Source: an optimization exercise on an open RTL-to-GDS flow (aim: small area and a short achievable clock period). Production flows keep margins and buffers that such runs may drop.
Function was checked by simulation only, so behaviour that the tests miss may differ from the original.
No activity file was given, so power comes from the tool's default toggle rates.

==> design.v <==
module regfile_4r2w (
  input  logic         clk,
  input  logic         rst,
  input  logic [19:0]  rd_addr,
  output logic [127:0] rd_data,
  input  logic [1:0]   wr_en,
  input  logic [9:0]   wr_addr,
  input  logic [63:0]  wr_data,
  output logic         ready,
  output logic         wr_conflict
);
  regfile_multiport #(
    .DATA_W(32), .ADDR_W(5), .NUM_RD(4), .NUM_WR(2), .ZERO_REG(1)
  ) u_rf (
    .clk(clk), .rst(rst), .rd_addr(rd_addr), .rd_data(rd_data), .wr_en(wr_en),
    .wr_addr(wr_addr), .wr_data(wr_data), .ready(ready), .wr_conflict(wr_conflict)
  );
endmodule

module regfile_mp_entry #(
  parameter int DATA_W = 32,
  parameter int NUM_WR = 2
) (
  input  logic                     clk,
  input  logic [NUM_WR-1:0]        wsel,
  input  logic                     hold_n,
  input  logic [NUM_WR*DATA_W-1:0] wdata,
  output logic [DATA_W-1:0]        q_n
);
  logic [DATA_W-1:0] keep;    
  logic [DATA_W-1:0] d_n;
  regfile_mp_nor2s #(.DATA_W(DATA_W)) u_keep (.a(q_n), .b(hold_n), .y(keep));
  regfile_mp_aoi #(.DATA_W(DATA_W), .NUM_WR(NUM_WR)) u_aoi (
    .sel(wsel), .data(wdata), .c(keep), .y_n(d_n)
  );
  always_ff @(posedge clk) begin
    q_n <= d_n;
  end
endmodule
module regfile_mp_nor2s #(
  parameter int DATA_W = 32
) (
  input  logic [DATA_W-1:0] a,
  input  logic              b,
  output logic [DATA_W-1:0] y
);
  assign y = ~(a | {DATA_W{b}});
endmodule
module regfile_mp_aoi #(
  parameter int DATA_W = 32,
  parameter int NUM_WR = 2
) (
  input  logic [NUM_WR-1:0]        sel,
  input  logic [NUM_WR*DATA_W-1:0] data,
  input  logic [DATA_W-1:0]        c,
  output logic [DATA_W-1:0]        y_n
);
  always_comb begin
    logic [DATA_W-1:0] y;
    y = c;
    for (int w = 0; w < NUM_WR; w++) begin
      y |= {DATA_W{sel[w]}} & data[w*DATA_W +: DATA_W];
    end
    y_n = ~y;
  end
endmodule
module regfile_mp_wctl #(
  parameter int NUM_WR = 2
) (
  input  logic              rdy,
  input  logic [NUM_WR-1:0] lo,
  input  logic [NUM_WR-1:0] hi,
  output logic [NUM_WR-1:0] wsel,
  output logic              hold_n
);
  always_comb begin
    logic taken;
    taken = 1'b0;
    for (int w = NUM_WR - 1; w >= 0; w--) begin
      wsel[w] = lo[w] && hi[w] && rdy && !taken;
      taken   = taken || (lo[w] && hi[w]);
    end
    hold_n = !rdy || taken;
  end
endmodule
module regfile_mp_predec #(
  parameter int N   = 2,
  parameter int EN  = 0,
  parameter int POL = 0
) (
  input  logic              en,
  input  logic [N-1:0]      a,
  input  logic [N-1:0]      a_n,
  output logic [(1<<N)-1:0] y
);
  always_comb begin
    for (int i = 0; i < (1 << N); i++) begin
      if (POL != 0) begin
        logic t;
        t = (EN != 0) ? !en : 1'b0;
        for (int b = 0; b < N; b++) begin
          t |= ((i >> b) & 1) ? a_n[b] : a[b];
        end
        y[i] = !t;
      end else begin
        logic t;
        t = (EN != 0) ? en : 1'b1;
        for (int b = 0; b < N; b++) begin
          t &= ((i >> b) & 1) ? a[b] : a_n[b];
        end
        y[i] = !t;
      end
    end
  end
endmodule
module regfile_mp_inv #(
  parameter int N = 1
) (
  input  logic [N-1:0] a,
  output logic [N-1:0] y
);
  assign y = ~a;
endmodule
module regfile_mp_rleaf #(
  parameter int DATA_W = 32,
  parameter int N      = 2
) (
  input  logic [N-1:0]        sel_n,
  input  logic [N*DATA_W-1:0] data_n,
  output logic [DATA_W-1:0]   y
);
  always_comb begin
    logic [DATA_W-1:0] t;
    t = '1;
    for (int k = 0; k < N; k++) begin
      t &= {DATA_W{sel_n[k]}} | data_n[k*DATA_W +: DATA_W];
    end
    y = ~t;
  end
endmodule
module regfile_mp_nor #(
  parameter int DATA_W = 32,
  parameter int N      = 2
) (
  input  logic [N*DATA_W-1:0] a,
  output logic [DATA_W-1:0]   y_n
);
  always_comb begin
    logic [DATA_W-1:0] t;
    t = '0;
    for (int k = 0; k < N; k++) begin
      t |= a[k*DATA_W +: DATA_W];
    end
    y_n = ~t;
  end
endmodule
module regfile_mp_nand #(
  parameter int DATA_W = 32,
  parameter int N      = 2
) (
  input  logic [N*DATA_W-1:0] a_n,
  output logic [DATA_W-1:0]   y
);
  always_comb begin
    logic [DATA_W-1:0] t;
    t = '1;
    for (int k = 0; k < N; k++) begin
      t &= a_n[k*DATA_W +: DATA_W];
    end
    y = ~t;
  end
endmodule
module regfile_mp_rbyp #(
  parameter int DATA_W = 32,
  parameter int NUM_WR = 2
) (
  input  logic [NUM_WR-1:0]        bsel,
  input  logic [NUM_WR*DATA_W-1:0] wdata,
  output logic [DATA_W-1:0]        y_n
);
  always_comb begin
    logic [DATA_W-1:0] y;
    y = '0;
    for (int w = 0; w < NUM_WR; w++) begin
      y |= {DATA_W{bsel[w]}} & wdata[w*DATA_W +: DATA_W];
    end
    y_n = ~y;
  end
endmodule
module regfile_mp_rout #(
  parameter int DATA_W = 32
) (
  input  logic [DATA_W-1:0] m_n,
  input  logic              men_n,
  input  logic [DATA_W-1:0] bw_n,
  output logic [DATA_W-1:0] y
);
  assign y = ~((m_n | {DATA_W{men_n}}) & bw_n);
endmodule
module regfile_mp_rctl #(
  parameter int ADDR_W = 5,
  parameter int NUM_WR = 2,
  parameter int FIRST  = 1
) (
  input  logic                     live,
  input  logic [ADDR_W-1:0]        ra,
  input  logic [NUM_WR-1:0]        wr_en,
  input  logic [NUM_WR*ADDR_W-1:0] wr_addr,
  output logic [NUM_WR-1:0]        bsel,
  output logic                     men_n
);
  always_comb begin
    logic taken;
    taken = 1'b0;
    for (int w = NUM_WR - 1; w >= 0; w--) begin
      bsel[w] = live && wr_en[w] && (wr_addr[w*ADDR_W +: ADDR_W] == ra) &&
                (ra >= ADDR_W'(FIRST)) && !taken;
      taken   = taken || bsel[w];
    end
    men_n = !(live && !taken);
  end
endmodule
module regfile_multiport #(
  parameter int DATA_W   = 32,
  parameter int ADDR_W   = 5,
  parameter int NUM_RD   = 2,
  parameter int NUM_WR   = 2,
  parameter int ZERO_REG = 1
) (
  input  logic                     clk,
  input  logic                     rst,
  input  logic [NUM_RD*ADDR_W-1:0] rd_addr,
  output logic [NUM_RD*DATA_W-1:0] rd_data,
  input  logic [NUM_WR-1:0]        wr_en,
  input  logic [NUM_WR*ADDR_W-1:0] wr_addr,
  input  logic [NUM_WR*DATA_W-1:0] wr_data,
  output logic                     ready,
  output logic                     wr_conflict
);
  localparam int DEPTH = 1 << ADDR_W;
  localparam int FIRST = (ZERO_REG != 0) ? 1 : 0;    
  localparam int NENT  = DEPTH - FIRST;               
  localparam int LO_W  = ADDR_W / 2;                  
  localparam int HI_W  = ADDR_W - LO_W;
  localparam int NLEAF = (NENT + 1) / 2;              
  localparam int NPAIR = (NLEAF + 1) / 2;             
  localparam int NQUAD = (NPAIR + 3) / 4;             
  logic [ADDR_W-1:0] cnt;
  logic              rdy;     
  logic              live;
  logic [ADDR_W-1:0] ra [NUM_RD];
  logic [ADDR_W-1:0] wa [NUM_WR];
  logic [NENT*DATA_W-1:0] ent_n;
  for (genvar p = 0; p < NUM_RD; p++) begin : g_rd_unpack
    assign ra[p] = rd_addr[p*ADDR_W +: ADDR_W];
  end
  for (genvar w = 0; w < NUM_WR; w++) begin : g_wr_unpack
    assign wa[w] = wr_addr[w*ADDR_W +: ADDR_W];
  end
  always_ff @(posedge clk) begin
    if (rst) begin
      cnt   <= '0;
      ready <= 1'b0;
    end else if (!ready) begin
      cnt <= cnt + 1'b1;
      if (cnt == ADDR_W'(DEPTH - 1)) ready <= 1'b1;
    end
  end
  always_ff @(posedge clk) begin
    rdy <= !rst && (rdy || (cnt == ADDR_W'(DEPTH - 1)));
  end
  assign live = rdy && !rst;
  always_ff @(posedge clk) begin
    wr_conflict <= 1'b0;
    if (live) begin
      for (int i = 0; i < NUM_WR; i++) begin
        for (int j = 0; j < NUM_WR; j++) begin
          if ((j > i) && wr_en[i] && wr_en[j] && (wa[i] == wa[j])) wr_conflict <= 1'b1;
        end
      end
    end
  end
  logic [(1<<LO_W)-1:0] wlo [NUM_WR];
  logic [(1<<HI_W)-1:0] whi [NUM_WR];
  for (genvar w = 0; w < NUM_WR; w++) begin : g_wdec
    logic [ADDR_W-1:0] wa_n;
    logic [(1<<LO_W)-1:0] wlo_n;
    logic [(1<<HI_W)-1:0] whi_n;
    regfile_mp_inv #(.N(ADDR_W)) u_inv (.a(wa[w]), .y(wa_n));
    regfile_mp_predec #(.N(LO_W), .EN(1)) u_lo (
      .en(wr_en[w]), .a(wa[w][LO_W-1:0]), .a_n(wa_n[LO_W-1:0]), .y(wlo_n)
    );
    regfile_mp_predec #(.N(HI_W)) u_hi (
      .en(1'b1), .a(wa[w][ADDR_W-1:LO_W]), .a_n(wa_n[ADDR_W-1:LO_W]), .y(whi_n)
    );
    regfile_mp_inv #(.N(1 << LO_W)) u_lo_inv (.a(wlo_n), .y(wlo[w]));
    regfile_mp_inv #(.N(1 << HI_W)) u_hi_inv (.a(whi_n), .y(whi[w]));
  end
  for (genvar e = FIRST; e < DEPTH; e++) begin : g_ent
    logic [NUM_WR-1:0] lo;
    logic [NUM_WR-1:0] hi;
    logic [NUM_WR-1:0] wsel;
    logic              hold_n;
    for (genvar w = 0; w < NUM_WR; w++) begin : g_w
      assign lo[w] = wlo[w][e % (1 << LO_W)];
      assign hi[w] = whi[w][e >> LO_W];
    end
    regfile_mp_wctl #(.NUM_WR(NUM_WR)) u_ctl (
      .rdy(rdy), .lo(lo), .hi(hi), .wsel(wsel), .hold_n(hold_n)
    );
    regfile_mp_entry #(.DATA_W(DATA_W), .NUM_WR(NUM_WR)) u_ent (
      .clk(clk), .wsel(wsel), .hold_n(hold_n), .wdata(wr_data),
      .q_n(ent_n[(e-FIRST)*DATA_W +: DATA_W])
    );
  end
  for (genvar p = 0; p < NUM_RD; p++) begin : g_rd
    logic [(1<<LO_W)-1:0]    rlo;
    logic [(1<<HI_W)-1:0]    rhi;
    logic [ADDR_W-1:0]       ra_n;
    logic [DEPTH-1:0]        rrow_n;
    logic [NLEAF*DATA_W-1:0] leaf;
    logic [NPAIR*DATA_W-1:0] pair_n;
    logic [NQUAD*DATA_W-1:0] quad;
    logic [DATA_W-1:0]       m_n, bw_n, y;
    logic [NUM_WR-1:0]       bsel;
    logic                    men_n;
    logic [(1<<LO_W)-1:0]    rlo_n;
    logic [(1<<HI_W)-1:0]    rhi_n;
    regfile_mp_inv #(.N(ADDR_W)) u_inv (.a(ra[p]), .y(ra_n));
    regfile_mp_predec #(.N(LO_W)) u_lo (
      .en(1'b1), .a(ra[p][LO_W-1:0]), .a_n(ra_n[LO_W-1:0]), .y(rlo_n)
    );
    regfile_mp_predec #(.N(HI_W)) u_hi (
      .en(1'b1), .a(ra[p][ADDR_W-1:LO_W]), .a_n(ra_n[ADDR_W-1:LO_W]), .y(rhi_n)
    );
    regfile_mp_inv #(.N(1 << LO_W)) u_lo_inv (.a(rlo_n), .y(rlo));
    regfile_mp_inv #(.N(1 << HI_W)) u_hi_inv (.a(rhi_n), .y(rhi));
    for (genvar e = 0; e < DEPTH; e++) begin : g_dec
      assign rrow_n[e] = !(rlo[e % (1 << LO_W)] && rhi[e >> LO_W]);
    end
    for (genvar l = 0; l < NLEAF; l++) begin : g_leaf
      localparam int E0 = FIRST + 2 * l;
      localparam int N  = (DEPTH - E0 < 2) ? DEPTH - E0 : 2;
      regfile_mp_rleaf #(.DATA_W(DATA_W), .N(N)) u_leaf (
        .sel_n(rrow_n[E0 +: N]), .data_n(ent_n[(E0-FIRST)*DATA_W +: N*DATA_W]),
        .y(leaf[l*DATA_W +: DATA_W])
      );
    end
    for (genvar k = 0; k < NPAIR; k++) begin : g_pair
      localparam int L0 = 2 * k;
      localparam int N  = (NLEAF - L0 < 2) ? NLEAF - L0 : 2;
      regfile_mp_nor #(.DATA_W(DATA_W), .N(N)) u_pair (
        .a(leaf[L0*DATA_W +: N*DATA_W]), .y_n(pair_n[k*DATA_W +: DATA_W])
      );
    end
    for (genvar q = 0; q < NQUAD; q++) begin : g_quad
      localparam int P0 = 4 * q;
      localparam int N  = (NPAIR - P0 < 4) ? NPAIR - P0 : 4;
      regfile_mp_nand #(.DATA_W(DATA_W), .N(N)) u_quad (
        .a_n(pair_n[P0*DATA_W +: N*DATA_W]), .y(quad[q*DATA_W +: DATA_W])
      );
    end
    regfile_mp_nor #(.DATA_W(DATA_W), .N(NQUAD)) u_m (.a(quad), .y_n(m_n));
    regfile_mp_rctl #(.ADDR_W(ADDR_W), .NUM_WR(NUM_WR), .FIRST(FIRST)) u_ctl (
      .live(live), .ra(ra[p]), .wr_en(wr_en), .wr_addr(wr_addr),
      .bsel(bsel), .men_n(men_n)
    );
    regfile_mp_rbyp #(.DATA_W(DATA_W), .NUM_WR(NUM_WR)) u_byp (
      .bsel(bsel), .wdata(wr_data), .y_n(bw_n)
    );
    regfile_mp_rout #(.DATA_W(DATA_W)) u_out (.m_n(m_n), .men_n(men_n), .bw_n(bw_n), .y(y));
    always_ff @(posedge clk) begin
      rd_data[p*DATA_W +: DATA_W] <= y;
    end
  end
endmodule
==> flow/run.sh <==
#!/bin/bash
# ORFS layout (the standard.sh) with:
# - every combinational cell set to its smallest drive after floorplan, and
#   the decoder nets that fan out across the array given strong drivers
#   (flow/post_fp.tcl, flow/presize.tcl); timing repair upsizes the rest
#   where paths need it;
# - a structured placement seed (flow/pre_gp.tcl): storage flops in a
#   bit-column x entry-row grid, read-data flops in a band across the middle,
#   ports next to the logic they connect to; global placement places the rest
#   around the fixed flops, which are freed afterwards (flow/post_gp.tcl);
# - plain buffers on the ports (buf_4 on inputs, buf_2 on outputs, the
#   latter added in flow/pre_gp.tcl) instead of the delay cells buffer_ports
#   picks by default;
# - the resizer may change a cell's footprint when sizing it;
# - the synthesis buffers are removed before placement;
# - clock tree of clkbuf_16 without dummy loads, clusters of up to 24
#   flip-flops;
# - timing repair up to clock tree synthesis only: the repair after global
#   routing is skipped (it congests the routing).
set -euo pipefail
here=$(pwd)
args=(
  "BUFFER_PORTS_ARGS=-inputs -buffer_cell sky130_fd_sc_hd__buf_4"
  "MATCH_CELL_FOOTPRINT=0"
  "REMOVE_ABC_BUFFERS=1"
  "CTS_ARGS=-sink_clustering_enable -repair_clock_nets -dont_use_dummy_load -sink_clustering_size 24 -sink_clustering_max_diameter 100 -buf_list sky130_fd_sc_hd__clkbuf_16"
  "POST_FLOORPLAN_TCL=$here/flow/post_fp.tcl"
  "PRE_GLOBAL_PLACE_TCL=$here/flow/pre_gp.tcl"
  "POST_GLOBAL_PLACE_TCL=$here/flow/post_gp.tcl"
)
bash standard.sh "${args[@]}" cts > standard_cts.log 2>&1
bash standard.sh "${args[@]}" "SKIP_INCREMENTAL_REPAIR=1" finish > standard_finish.log 2>&1
==> flow/post_fp.tcl <==
# Start from the smallest drive of every combinational cell: timing repair
# later upsizes only where a path needs it.
namespace eval pl_ds {
  proc main {} {
    set db [ord::get_db]
    set libs [$db getLibs]
    # smallest-area master per cell function name (name without the _N drive suffix)
    array set best {}
    foreach lib $libs {
      foreach m [$lib getMasters] {
        set n [$m getName]
        if {![regexp {^(sky130_fd_sc_hd__[a-z0-9]+)_([0-9]+)$} $n -> base drv]} continue
        set a [expr {[$m getWidth] * [$m getHeight]}]
        if {![info exists best($base)] || $a < [lindex $best($base) 1] || \
            ($a == [lindex $best($base) 1] && $drv < [lindex $best($base) 2])} {
          set best($base) [list $n $a $drv]
        }
      }
    }
    set n 0
    foreach inst [[ord::get_db_block] getInsts] {
      set m [$inst getMaster]
      if {[$m getType] ne "CORE"} continue
      set name [$m getName]
      if {![regexp {^(sky130_fd_sc_hd__[a-z0-9]+)_([0-9]+)$} $name -> base drv]} continue
      if {[regexp {__(df|edf|sdf|dl|conb|tap|clkbuf|buf)} $base]} continue
      if {![info exists best($base)]} continue
      set target [lindex $best($base) 0]
      if {$target ne $name} {
        replace_cell [$inst getName] $target
        incr n
      }
    }
    puts "post_fp: downsized $n cells"
  }
}
pl_ds::main
source [file join [file dirname [info script]] presize.tcl]
==> flow/post_gp.tcl <==
# Free the flops fixed for global placement.
foreach inst [[ord::get_db_block] getInsts] {
  if {[$inst getPlacementStatus] eq "FIRM"} { $inst setPlacementStatus PLACED }
}
==> flow/pre_gp.tcl <==
# Structured placement seed: storage flops in a bit-column x entry-row grid,
# read-data flops under their columns, control flops at the left, and the
# ports next to the logic they feed. The flops are fixed during global
# placement (so the rest is placed around them) and freed afterwards.
namespace eval pl {
  variable P
  proc env {name def} { if {[info exists ::env($name)]} { return $::env($name) } ; return $def }
  proc um {v} { variable P; return [expr {int(round($v * $P(dbu)))}] }
  proc snapx {x} { variable P; return [expr {$P(cx0) + (($x - $P(cx0)) / 460) * 460}] }
  proc put {inst x ri} {
    variable P
    set r [lindex $P(rows) $ri]
    $inst setOrient [lindex $r 1]
    $inst setLocation [snapx $x] [lindex $r 0]
    $inst setPlacementStatus FIRM
  }
  proc pin {name layer x y} {
    variable P
    place_pin -pin_name $name -layer $layer \
      -location [list [expr {double($x)/$P(dbu)}] [expr {double($y)/$P(dbu)}]] -force_to_die_boundary
  }
  proc main {} {
    variable P
    set block [ord::get_db_block]
    set P(dbu) [$block getDbUnitsPerMicron]
    set core [$block getCoreArea]
    set P(cx0) [$core xMin]; set cy0 [$core yMin]; set cx1 [$core xMax]; set cy1 [$core yMax]
    set cx0 $P(cx0)
    set die [$block getDieArea]
    set dy1 [$die yMax]
    set NB 32; set NE 31; set NP 4; set NW 2
    set WL [um [env PL_LEFT 20]]
    set HB [env PL_BOTTOM_ROWS 6]
    set rows {}
    foreach r [$block getRows] {
      lappend rows [list [lindex [$r getOrigin] 1] [$r getOrient]]
    }
    set P(rows) [lsort -integer -index 0 $rows]
    set nrows [llength $P(rows)]
    set cw [expr {double($cx1 - $cx0 - $WL) / $NB}]
    set slot [expr {double($nrows - $HB - 2) / $NE}]
    # read-data band in the middle: entries 1..MID below it
    set MID [env PL_MID 16]
    set B0 1
    set n 0
    set nctl 0
    foreach inst [$block getInsts] {
      set nm [string map {\\ {}} [$inst getName]]
      set master [[$inst getMaster] getName]
      if {![string match *df* $master]} continue
      if {[regexp {g_ent\[(\d+)\]\.u_ent\.q(?:_n)?\[(\d+)\]} $nm -> e i]} {
        # entries 1..MID below the band, the rest above it
        set x [expr {$cx0 + $WL + int(($i + 0.15) * $cw)}]
        if {$e <= $MID} {
          set ri [expr {$B0 + int(($e - 1 + 0.5) * $slot)}]
        } else {
          set ri [expr {$B0 + $HB + int(($e - 1 + 0.5) * $slot)}]
        }
        put $inst $x $ri; incr n
      } elseif {[regexp {rd_data\[(\d+)\]} $nm -> k]} {
        set p [expr {$k / $NB}]; set i [expr {$k % $NB}]
        set x [expr {$cx0 + $WL + int(($i + 0.15) * $cw)}]
        put $inst $x [expr {$B0 + int($MID * $slot) + 1 + $p}]; incr n
      } else {
        set x [expr {$cx0 + [um 2]}]
        put $inst $x [expr {$nrows / 2 + $nctl}]; incr nctl
      }
    }
    puts "pre_gp: placed $n array flops and $nctl control flops, column pitch [expr {$cw / $P(dbu)}] um, entry slot $slot rows"
    for {set p 0} {$p < $NP} {incr p} {
      for {set i 0} {$i < $NB} {incr i} {
        set x [expr {$cx0 + $WL + int(($i + 0.5) * $cw) + int(($p - 1.5) * [um 2.3])}]
        pin "rd_data\[[expr {$p * $NB + $i}]\]" met2 $x 0
      }
    }
    for {set w 0} {$w < $NW} {incr w} {
      for {set i 0} {$i < $NB} {incr i} {
        set x [expr {$cx0 + $WL + int(($i + 0.5) * $cw) + int(($w - 0.5) * [um 3])}]
        pin "wr_data\[[expr {$w * $NB + $i}]\]" met2 $x $dy1
      }
    }
    set left {}
    for {set k 0} {$k < 20} {incr k} { lappend left "rd_addr\[$k\]" }
    for {set k 0} {$k < 10} {incr k} { lappend left "wr_addr\[$k\]" }
    lappend left "wr_en\[0\]" "wr_en\[1\]" rst clk ready wr_conflict
    set pitch [um 6]
    set y0 [expr {($dy1 - [llength $left] * $pitch) / 2}]
    set k 0
    foreach name $left {
      pin $name met3 0 [expr {$y0 + $k * $pitch}]
      incr k
    }
  }
}
pl::main
# Output ports get small buffers here; the input ports get larger ones from
# the flow's own buffer_ports call (BUFFER_PORTS_ARGS -inputs).
buffer_ports -outputs -buffer_cell sky130_fd_sc_hd__buf_2
==> flow/presize.tcl <==
# Drive strengths for the decoder nets that fan out across the array (the
# rest keeps the smallest drive; timing repair upsizes where needed).
namespace eval pl_ps {
  variable rules {
    {g_rd\[\d+\]\.rrow_n\[\d+\]$}        4
    {g_rd\[\d+\]\.rlo\[\d+\]$}           4
    {g_rd\[\d+\]\.rhi\[\d+\]$}           4
    {g_rd\[\d+\]\.ra_n\[\d+\]$}          2
    {g_ent\[\d+\]\.wsel\[\d+\]$}         4
    {g_ent\[\d+\]\.hold_n$}              4
    {wlo_n?\[\d+\]\[\d+\]$}              4
    {whi_n?\[\d+\]\[\d+\]$}              2
    {g_wdec\[\d+\]\.wa_n\[\d+\]$}       2
  }
  proc main {} {
    variable rules
    set db [ord::get_db]
    set n 0
    foreach net [[ord::get_db_block] getNets] {
      set nm [string map {\\ {}} [$net getName]]
      set drv ""
      foreach {pat size} $rules {
        if {[regexp $pat $nm]} { set drv $size; break }
      }
      if {$drv eq ""} continue
      foreach it [$net getITerms] {
        if {![$it isOutputSignal]} continue
        set inst [$it getInst]
        set m [[$inst getMaster] getName]
        if {![regexp {^(sky130_fd_sc_hd__[a-z0-9]+)_([0-9]+)$} $m -> base cur]} continue
        if {[regexp {__(df|conb)} $base]} continue
        set target "${base}_$drv"
        if {$target eq $m || [$db findMaster $target] eq "NULL"} continue
        replace_cell [$inst getName] $target
        incr n
      }
    }
    puts "presize: resized $n drivers"
  }
}
pl_ps::main
==> standard.sh <==
#!/bin/bash
# synth_recipe.tcl (not shown) runs the flow's synth.tcl, then flattens the netlist and writes it again
# the make line also repeats each setting of config.mk as NAME=value (left out here)
make -C /OpenROAD-flow-scripts/flow DESIGN_CONFIG=/design/flow/config.mk WORK_HOME=/design/flow/orfs CLKGATE_MAP_FILE= SYNTH_SCRIPT=/design/flow/synth_recipe.tcl "${@:-finish}"
==> config.mk <==
export PLATFORM = sky130hd
export DESIGN_NAME = regfile_4r2w
export DESIGN_NICKNAME = regfile_4r2w
export VERILOG_FILES = /design/flow/design.v
export SDC_FILE = /design/flow/constraint.sdc
export NUM_CORES = 8
export LEC_CHECK = 0
export CAP_MARGIN = 20
export CORE_MARGIN = 2
export CORE_UTILIZATION = 40
export GPL_TIMING_DRIVEN = 0
export SETUP_SLACK_MARGIN = 1.9
export SLEW_MARGIN = 20
export SYNTH_HIERARCHICAL = 1
==> constraint.sdc <==
create_clock -name core_clock -period 4.0 [get_ports {clk}]
set_input_delay 0.8000 -clock core_clock [delete_from_list [all_inputs] [get_ports {clk}]]
set_output_delay 0.8000 -clock core_clock [all_outputs]
set_load 0.01 [all_outputs]
==> impl_metrics.json <==
{
  "setup_ws_ns": 1.69,
  "worstPathArrival_ns": 2.92,
  "fin_crit_sh_pct": 57.7,
  "status": "no timing/DRC/antenna violations",
  "placed_cells": 9970,
  "die_x_um": 424,
  "start_kind": "input port",
  "top_layer": "met4",
  "via_per_inst": 7.18,
  "coreArea_um2": 176000,
  "layout.cells.non_filler": 10000,
  "drv_cap": 0,
  "slew-limit-headroom_pct": 38.1,
  "drt-total-wl_um": 332000,
  "cts_hold_buf": 0,
  "slew_violations": 0,
  "grt_pass1_vias": 63800,
  "dr_wl_met2_um": 141000,
  "clk_pin_slew_ns": 0.11,
  "dpl-instance-area_um2": 64100,
  "syn_area_per_cell_um2": 8.73,
  "p_leak_nw": 18.3,
  "hold_depth": 2,
  "area_growth_pct": -6.15,
  "numCtsBuffers": 58,
  "cts_setup_buffers": 16,
  "hold_viol_final": 0,
  "vias": 72100,
  "ant_nets": 0,
  "r2r_cells": 8,
  "drive_gt1_share_pct": 8.33,
  "antenna_found_initial": 0,
  "synthCells": 8082,
  "cts_tree": "done",
  "cp_max_fo": 32,
  "synth_warnings": 25,
  "clk_path_buf_depth": 3,
  "fin_crit_ns": 2.31,
  "ir_worst_vdd_v": 0.000366,
  "drc": 0,
  "avgRoutedWirePerCell_um": 33.1,
  "finalSetupViolations": 0,
  "cts_sinks": 1128,
  "routedLengthMet1_um": 111000,
  "nets": 7806,
  "fin_skew_ns": 0.0439,
  "clock_latency_ns": 0.74,
  "drt_pass1_iterations": 14,
  "power.density_nw_per_um2": 290,
  "grt_pass1_wl_um": 468000,
  "start_util_pct": 40.2,
  "end_kind": "flip-flop",
  "num_io_pins": 228,
  "mostFrequentLayoutCell": "nor2_1",
  "die_y_um": 424,
  "totalPowerFinal_mw": 19.2,
  "dpl.hpwl_um": 258000,
  "port_buffers": 227,
  "dp_worst_setup_slack_ns": 0.663,
  "worst-setup-path-type": "input port to flip-flop",
  "layout_common_cells": "nor2_1 (2282), o22ai_1 (1920), dfxtp_1 (1119)",
  "grt_max_degree": 47,
  "critPathRequiredTime_ns": 4.61,
  "rows": 154,
  "wl_met3_um": 34900,
  "drtIter0Drc": 14000,
  "finalInstanceArea_um2": 66200,
  "antenna_cells": 0,
  "hp-class": "input port to flip-flop",
  "tightest_slew_ns": 0.927,
  "cts_max_level": 2,
  "cts-root-buf": "clkbuf_16",
  "grt_usage_pct": 34.8,
  "die-area_um2": 180000,
  "synth_area_um2": 70600,
  "ctsResizeCount": 267,
  "max_freq_ghz": 0.433,
  "grt_overflow": 0
}
==> layer usage <==
layer / up-vias / GRT usage, %
met5: - / 0
met4: 0 / 38.4
li1: 30900 / -
met3: 1579 / 5.09
met1: 33200 / 40.2
met2: 6460 / 52.6
==> flip-flops by register name (all words and copies together), names as in the netlist <==
name                  cells
u_rf.g_ent.u_ent.q_n    992
u_rf.rd_data            128
u_rf.cnt                  5
u_rf.rdy                  1
u_rf.ready                1
u_rf.wr_conflict          1
==> per-stage QoR <==
step	setup TNS, ns	hold WS, ns	util, %
global route	0	0.310	37.7
global placement	-3087.63	0.496	36.3
CTS	0	0.269	37.7
floorplan	-159.63	0.470	-
finish	0	0.300	37.7
detailed placement	0	0.504	36.5
==> power breakdown <==
group | leakage [nW] | internal (mW) | total [mW] | switching, mW
combinational | 8.42 | 0.181 | 1.18 | 0.999
sequential | 9.13 | 11.2 | 11.2 | 0.00216
clock | 0.715 | 2.58 | 6.81 | 4.23
==> cell type report <==
class                      count  area (µm²)
fill                       18200      110000
multi-input combinational   6151       36400
tap                         2340        2930
timing repair buffer         265        2280
inverter                     102         526
sequential                  1128       22600
clock buffer                  58        1450
==> worst max-delay path: stages <==
cell and delay (ns):
buf_4 0.15, inv_2 0.07, nand3_1 0.13, inv_4 0.09, nand2_4 0.41, o22ai_1 0.18
nor2_1 0.40, nand4_1 0.34, nor2_1 0.15, o21ai_0 0.13
==> worst paths after layout <==
check / startpoint / to / slack (ns)
max: rd_addr[8] / u_rf.rd_data[63] / 1.69
min reg2reg: u_rf.cnt[3] / u_rf.cnt[3] / 0.53
max reg2reg: u_rf.rdy / u_rf.rd_data[63] / 1.98
min: rst / u_rf.ready / 0.30

## what the ideal ports hide
How much do the figures lean on ideal ports? The routed layout below was timed once more, with nothing changed but the port constraints. Step 1, drivers: a clkbuf_16 drives clk and a buf_2 each remaining input, both assumed. Step 2 times the ports against the registers' clock, not the clock port: input delays grow and output delays shrink by t, the midpoint of the rising clock arrivals with the driver on. Slacks: no drivers / after step 1 / after step 2; pairs: no drivers / after step 1.
shift t [ns]: 0.803
setup WS [ns]: 1.691 / 1.742 / 0.939
worst hold slack (ns): 0.300 / 0.288 / 0.533
slew at the worst register clock pin (ns): 0.12 / 0.12
worst slew at a driven data input, ns: 0.08
After both steps setup and hold are still met in this run. The setup slack of this run moves by +0.051 ns with the drivers and by -0.752 ns with both steps.
